From an optimization exercise on the open Yosys and OpenROAD flow, aimed at small area and a short achievable clock period; shortcuts taken in it are not production practice.
In this exercise RTL edits were held to simulation tests only and were not proved equivalent to the original.
No activity file was given, so power comes from the tool's default toggle rates.

==> trial 77 <==
==> flow/design.v <==
module regfile_mp #(
  parameter int XLEN = 32,
  parameter int NREGS = 32,
  parameter int NRD = 2,
  parameter int NWR = 2,
  localparam int AW = $clog2(NREGS)
) (
  input  logic                 clk,
  input  logic                 reset,
  input  logic                 halt,
  output logic                 ready,
  input  logic [NWR-1:0]       wr_en,
  input  logic [NWR*AW-1:0]    wr_addr,
  input  logic [NWR*XLEN-1:0]  wr_data,
  input  logic [NRD*AW-1:0]    rd_addr,
  output logic [NRD*XLEN-1:0]  rd_data
);
  typedef enum logic {INIT, RUN} state_e;
  state_e state_q, state_d;
  logic [AW-1:0] init_idx_q, init_idx_d;
  logic ready_q, ready_d;
  logic [XLEN-1:0] mem_q [NREGS];
  logic [AW-1:0] wa [NWR];
  logic [XLEN-1:0] wd [NWR];
  logic [NWR-1:0] we;
  assign ready = ready_q;
  for (genvar i = 0; i < NWR; i++) begin : g_wr
    assign wa[i] = wr_addr[i*AW +: AW];
    assign wd[i] = wr_data[i*XLEN +: XLEN];
    assign we[i] = wr_en[i] & ready_q & ~halt & (wa[i] != '0);
  end
  always_comb begin
    state_d = state_q;
    init_idx_d = init_idx_q;
    ready_d = ready_q;
    if (state_q == INIT) begin
      init_idx_d = init_idx_q + 1'b1;
      if (init_idx_q == AW'(NREGS - 1)) begin
        state_d = RUN;
        ready_d = 1'b1;
      end
    end
  end
  always_ff @(posedge clk) begin
    if (reset) begin
      state_q <= INIT;
      init_idx_q <= AW'(1);
      ready_q <= 1'b0;
    end else begin
      state_q <= state_d;
      init_idx_q <= init_idx_d;
      ready_q <= ready_d;
    end
  end
  always_ff @(posedge clk) begin
    if (!reset) begin
      if (state_q == INIT) mem_q[init_idx_q] <= '0;
      else
        for (int i = NWR - 1; i >= 0; i--)
          if (we[i]) mem_q[wa[i]] <= wd[i];
    end
  end
  for (genvar j = 0; j < NRD; j++) begin : g_rd
    logic [AW-1:0] ra;
    logic [NWR-1:0] hit;
    logic [XLEN-1:0] val;
    assign ra = rd_addr[j*AW +: AW];
    always_comb begin
      hit = '0;
      val = mem_q[ra];
      for (int i = NWR - 1; i >= 0; i--) begin
        hit[i] = we[i] && (wa[i] == ra);
        if (hit[i]) val = wd[i];
      end
      if (ra == '0 || !ready_q) val = '0;
    end
    assign rd_data[j*XLEN +: XLEN] = val;
  end
endmodule
==> flow/run.sh <==
#!/bin/bash
# synth_recipe.tcl (not shown) runs the flow's synth.tcl, then flattens the netlist and writes it again
# the make line also repeats each setting of config.mk as NAME=value (left out here)
make -C /OpenROAD-flow-scripts/flow DESIGN_CONFIG=/design/flow/config.mk WORK_HOME=/design/flow/orfs CLKGATE_MAP_FILE= SYNTH_SCRIPT=/design/flow/synth_recipe.tcl finish
==> flow/config.mk <==
export PLATFORM = sky130hd
export DESIGN_NAME = regfile_mp
export DESIGN_NICKNAME = regfile_mp
export VERILOG_FILES = /design/flow/design.v
export SDC_FILE = /design/flow/constraint.sdc
export NUM_CORES = 4
export LEC_CHECK = 0
export CAP_MARGIN = 20
export CORE_MARGIN = 2
export CORE_UTILIZATION = 40
export SETUP_SLACK_MARGIN = 0.2
export SLEW_MARGIN = 20
==> flow/constraint.sdc <==
create_clock -name core_clock -period 5.5 [get_ports {clk}]
set_input_delay 1.1000 -clock core_clock [delete_from_list [all_inputs] [get_ports {clk}]]
set_output_delay 1.1000 -clock core_clock [all_outputs]
set_load 0.01 [all_outputs]
==> inputs of trial 7, as changes to trial 77 <==
==> flow/design.v, changed modules only <==
module regfile_mp_wsel #(
  parameter int W = 32
) (
  input  logic         s0,
  input  logic         s1,
  input  logic         h,
  input  logic [W-1:0] wd0,
  input  logic [W-1:0] wd1,
  input  logic [W-1:0] q,
  output logic [W-1:0] d
);
  assign d = ({W{s0}} & wd0) | ({W{s1}} & wd1) | ({W{h}} & q);
endmodule
module regfile_mp_aoi222 (
  input  logic a1, a2, b1, b2, c1, c2,
  output logic y
);
  assign y = ~((a1 & a2) | (b1 & b2) | (c1 & c2));
endmodule
module regfile_mp_rsel #(
  parameter int N = 33
) (
  input  logic [N-1:0] sel,
  input  logic [N-1:0] din,
  output logic         dout
);
  localparam int NG = N / 3;
  logic [NG-1:0] y;
  for (genvar g = 0; g < NG; g++) begin : g_aoi
    regfile_mp_aoi222 u_aoi (
      .a1(sel[3*g]), .a2(din[3*g]), .b1(sel[3*g+1]), .b2(din[3*g+1]),
      .c1(sel[3*g+2]), .c2(din[3*g+2]), .y(y[g])
    );
  end
  assign dout = ~&y;
endmodule
module regfile_mp #(
  parameter int XLEN = 32,
  parameter int NREGS = 32,
  parameter int NRD = 2,
  parameter int NWR = 2,
  localparam int AW = $clog2(NREGS)
) (
  input  logic                 clk,
  input  logic                 reset,
  input  logic                 halt,
  output logic                 ready,
  input  logic [NWR-1:0]       wr_en,
  input  logic [NWR*AW-1:0]    wr_addr,
  input  logic [NWR*XLEN-1:0]  wr_data,
  input  logic [NRD*AW-1:0]    rd_addr,
  output logic [NRD*XLEN-1:0]  rd_data
);
  logic [4:0] lfsr_q;
  logic ready_q;
  localparam logic [4:0] LFSR_LAST = 5'b10000;
  always_ff @(posedge clk) begin
    if (reset) begin
      lfsr_q <= 5'b00001;
      ready_q <= 1'b0;
    end else begin
      lfsr_q <= {lfsr_q[3:0], lfsr_q[4] ^ lfsr_q[2]};
      ready_q <= ready_q | (lfsr_q == LFSR_LAST);
    end
  end
  assign ready = ready_q;
  logic [AW-1:0] wa [NWR];
  logic [XLEN-1:0] wd [NWR];
  for (genvar i = 0; i < NWR; i++) begin : g_wr
    assign wa[i] = wr_addr[i*AW +: AW];
    assign wd[i] = wr_data[i*XLEN +: XLEN];
  end
  logic wen, conflict;
  logic [NWR-1:0] we;
  assign wen = ready_q & ~halt;
  assign we[0] = wr_en[0] & wen & (wa[0] != '0);
  assign conflict = wr_en[0] & (wa[0] == wa[1]);
  assign we[1] = wr_en[1] & wen & (wa[1] != '0) & ~conflict;
  logic [XLEN-1:0] mem_q [1:NREGS-1];
  logic [NREGS-1:1] wdec0, wdec1;
  for (genvar r = 1; r < NREGS; r++) begin : g_reg
    logic s0, s1, h;
    logic [XLEN-1:0] d;
    assign wdec0[r] = we[0] & (wa[0] == AW'(r));
    assign wdec1[r] = we[1] & (wa[1] == AW'(r));
    assign s0 = wdec0[r] & ~reset;
    assign s1 = wdec1[r] & ~reset;
    assign h = ~reset & ~wdec0[r] & ~wdec1[r];
    regfile_mp_wsel #(.W(XLEN)) u_wsel (
      .s0(s0), .s1(s1), .h(h), .wd0(wd[0]), .wd1(wd[1]), .q(mem_q[r]), .d(d)
    );
    always_ff @(posedge clk) mem_q[r] <= d;
  end
  for (genvar j = 0; j < NRD; j++) begin : g_rd
    logic [AW-1:0] ra;
    logic [NREGS:0] sel;
    assign ra = rd_addr[j*AW +: AW];
    assign sel[0] = we[0] & (wa[0] == ra);
    assign sel[NREGS] = we[1] & (wa[1] == ra);
    for (genvar r = 1; r < NREGS; r++) begin : g_sel
      assign sel[r] = (ra == AW'(r)) & ~wdec0[r] & ~wdec1[r];
    end
    for (genvar b = 0; b < XLEN; b++) begin : g_bit
      logic [NREGS:0] din;
      assign din[0] = wd[0][b];
      assign din[NREGS] = wd[1][b];
      for (genvar r = 1; r < NREGS; r++) begin : g_din
        assign din[r] = mem_q[r][b];
      end
      regfile_mp_rsel #(.N(NREGS + 1)) u_rsel (.sel(sel), .din(din), .dout(rd_data[j*XLEN + b]));
    end
  end
endmodule
Settings changed: CORE_UTILIZATION 40 to 60, GPL_TIMING_DRIVEN from default to 0, SYNTH_HIERARCHICAL from default to 1, SYNTH_MINIMUM_KEEP_SIZE from default to 0.
==> metrics.yaml <==
outcome: "aborted with a tool error"
failing_step: "global routing (5_1_grt)"
error: "[ERROR GRT-0232] Routing congestion too high. Check the congestion heatmap in the GUI."
post_synth_fa_ha_maj_area_fraction_pct: 0
synth_compound_gate_area_share_pct: 37.0
global_route.usage.met2_pct: 86.5
synth_area_leader_cell: "sky130_fd_sc_hd__dfxtp_1"
synth.ff_latch_count: 998
the above is filed under trial 7

==> metrics.yaml <==
outcome: "complete, no violations"
synth.ff_latch_count: 1031
synth_area_leader_cell: "sky130_fd_sc_hd__edfxtp_1"
synth_compound_gate_area_share_pct: 9.53
synthDistinctLibCells: 71
global_route.usage.met2_pct: 47.5
post_synth_fa_ha_maj_area_fraction_pct: 0.0404
the above is filed under trial 77


* * *

==> 02-16: inputs <==
regfile_mp, a different RTL version from the one above (not shown whole).
clock: 5.5 ns
lec_check: 0
cap_margin: 20
core_margin: 2
core_utilization: 36
gpl_timing_driven: 1
place_density: 0.45
setup_slack_margin: 2.2
slew_margin: 20
synth_hierarchical: 1
synth_minimum_keep_size: 0
standard.sh (not shown) runs the stock make flow with config.mk's settings and CLKGATE_MAP_FILE= SYNTH_SCRIPT=/design/flow/synth_recipe.tcl, a recipe that flattens the netlist after the stock synthesis.
==> flow/flow/run.sh <==
#!/bin/bash
# Standard ORFS layout (the standard.sh) with these changes:
#  - the port buffers are plain buffers (sky130 buf family, which the resizer can size)
#    instead of the default delay-buffer cells;
#  - global routing derates met1/met2 more (flow/fastroute.tcl), so the detailed router has
#    room for pin access.
set -euo pipefail
export BUFFER_PORTS_ARGS="-buffer_cell sky130_fd_sc_hd__buf_2"
export FASTROUTE_TCL="$PWD/flow/fastroute.tcl"
bash standard.sh finish > standard_flow.log 2>&1
==> flow/flow/fastroute.tcl <==
# Global routing layers: met1 (cell pins and rails) and met2 are derated more so that long
# wires move up to met3/met4.
set_global_routing_layer_adjustment met1 0.45
set_global_routing_layer_adjustment met2 0.3
set_global_routing_layer_adjustment met3-$::env(MAX_ROUTING_LAYER) 0.2

set_routing_layers -clock $::env(MIN_CLK_ROUTING_LAYER)-$::env(MAX_ROUTING_LAYER)
set_routing_layers -signal $::env(MIN_ROUTING_LAYER)-$::env(MAX_ROUTING_LAYER)
==> 09-17 (differences from 02-16) <==
Settings changed: CORE_UTILIZATION 36 to 40, PLACE_DENSITY 0.45 to 0.5.
==> notes <==
Between 02-16 and 09-17, the lower final area is in 09-17 (gap about 3%, measured against 09-17).
Of 09-17 and 02-16, 02-16 has the higher routed wire length (gap about 8%, measured against 02-16).
Between 09-17 and 02-16, the lower global-route usage is in 02-16 (gap 2.0 points).
Of 02-16 and 09-17, 02-16 has the higher worst setup slack (gap 0.080 ns).
In 02-16 the non-clock buffer count is higher than in 09-17, by 85.
In 02-16 the total power is smaller than in 09-17, by about 0.5%.
==> figures <==
	02-16	09-17
Outcome	finished clean	finished clean
DIE HEIGHT	366 um	348 um
Slew @ Worst Pin	1.18 ns	1.24 ns
Period utilization	0.822	0.836
Starting DRC count in detailed routing	13,300	13,400
Share of power burned in registers	0.441	0.439
Final critical path time including I/O delays and setup	4.52 ns	4.60 ns
Power density of the placed cells	266 nW/um2	275 nW/um2
Met3 WL post-DR	66,500 um	56,000 um
Initial cell density of the core	0.364	0.402
Combined area of the multi-input logic cells	24,000 um2	23,900 um2
Final estimated routing congestion in global placement	1.05	0.975
Static Leakage	28.1 nW	27.4 nW

-- re-timing with driven ports --
No port has a modelled driver above. Below, the same layouts with a new extraction and two added sets of constraints.
Step 1 sets driving cells, clkbuf_16 on the clock port and buf_2 on the other inputs (assumed; they add their load-dependent delay and slew).
Step 2 times the ports against the registers' clock, not the clock port: input delays grow and output delays shrink by t, the midpoint of the rising clock arrivals with the driver on.
Slacks: ideal / step 1 / step 2; pairs: ideal / step 1.
run	t (ns)	setup slack, ns	worst setup path at the end	slew at the worst register clock pin (ns)
trial 77	0.836	0.193 / 0.144 / 0.144	input to output	0.07 / 0.07
02-16	0.843	0.980 / 0.853 / 0.853	input to output	0.07 / 0.07
09-17	0.806	0.900 / 0.767 / 0.767	input to output	0.07 / 0.07
After both steps setup and hold are still met in every run listed. For 09-17, which loses most, drivers alone change the setup slack by -0.133 ns; drivers and shift together by -0.133 ns.
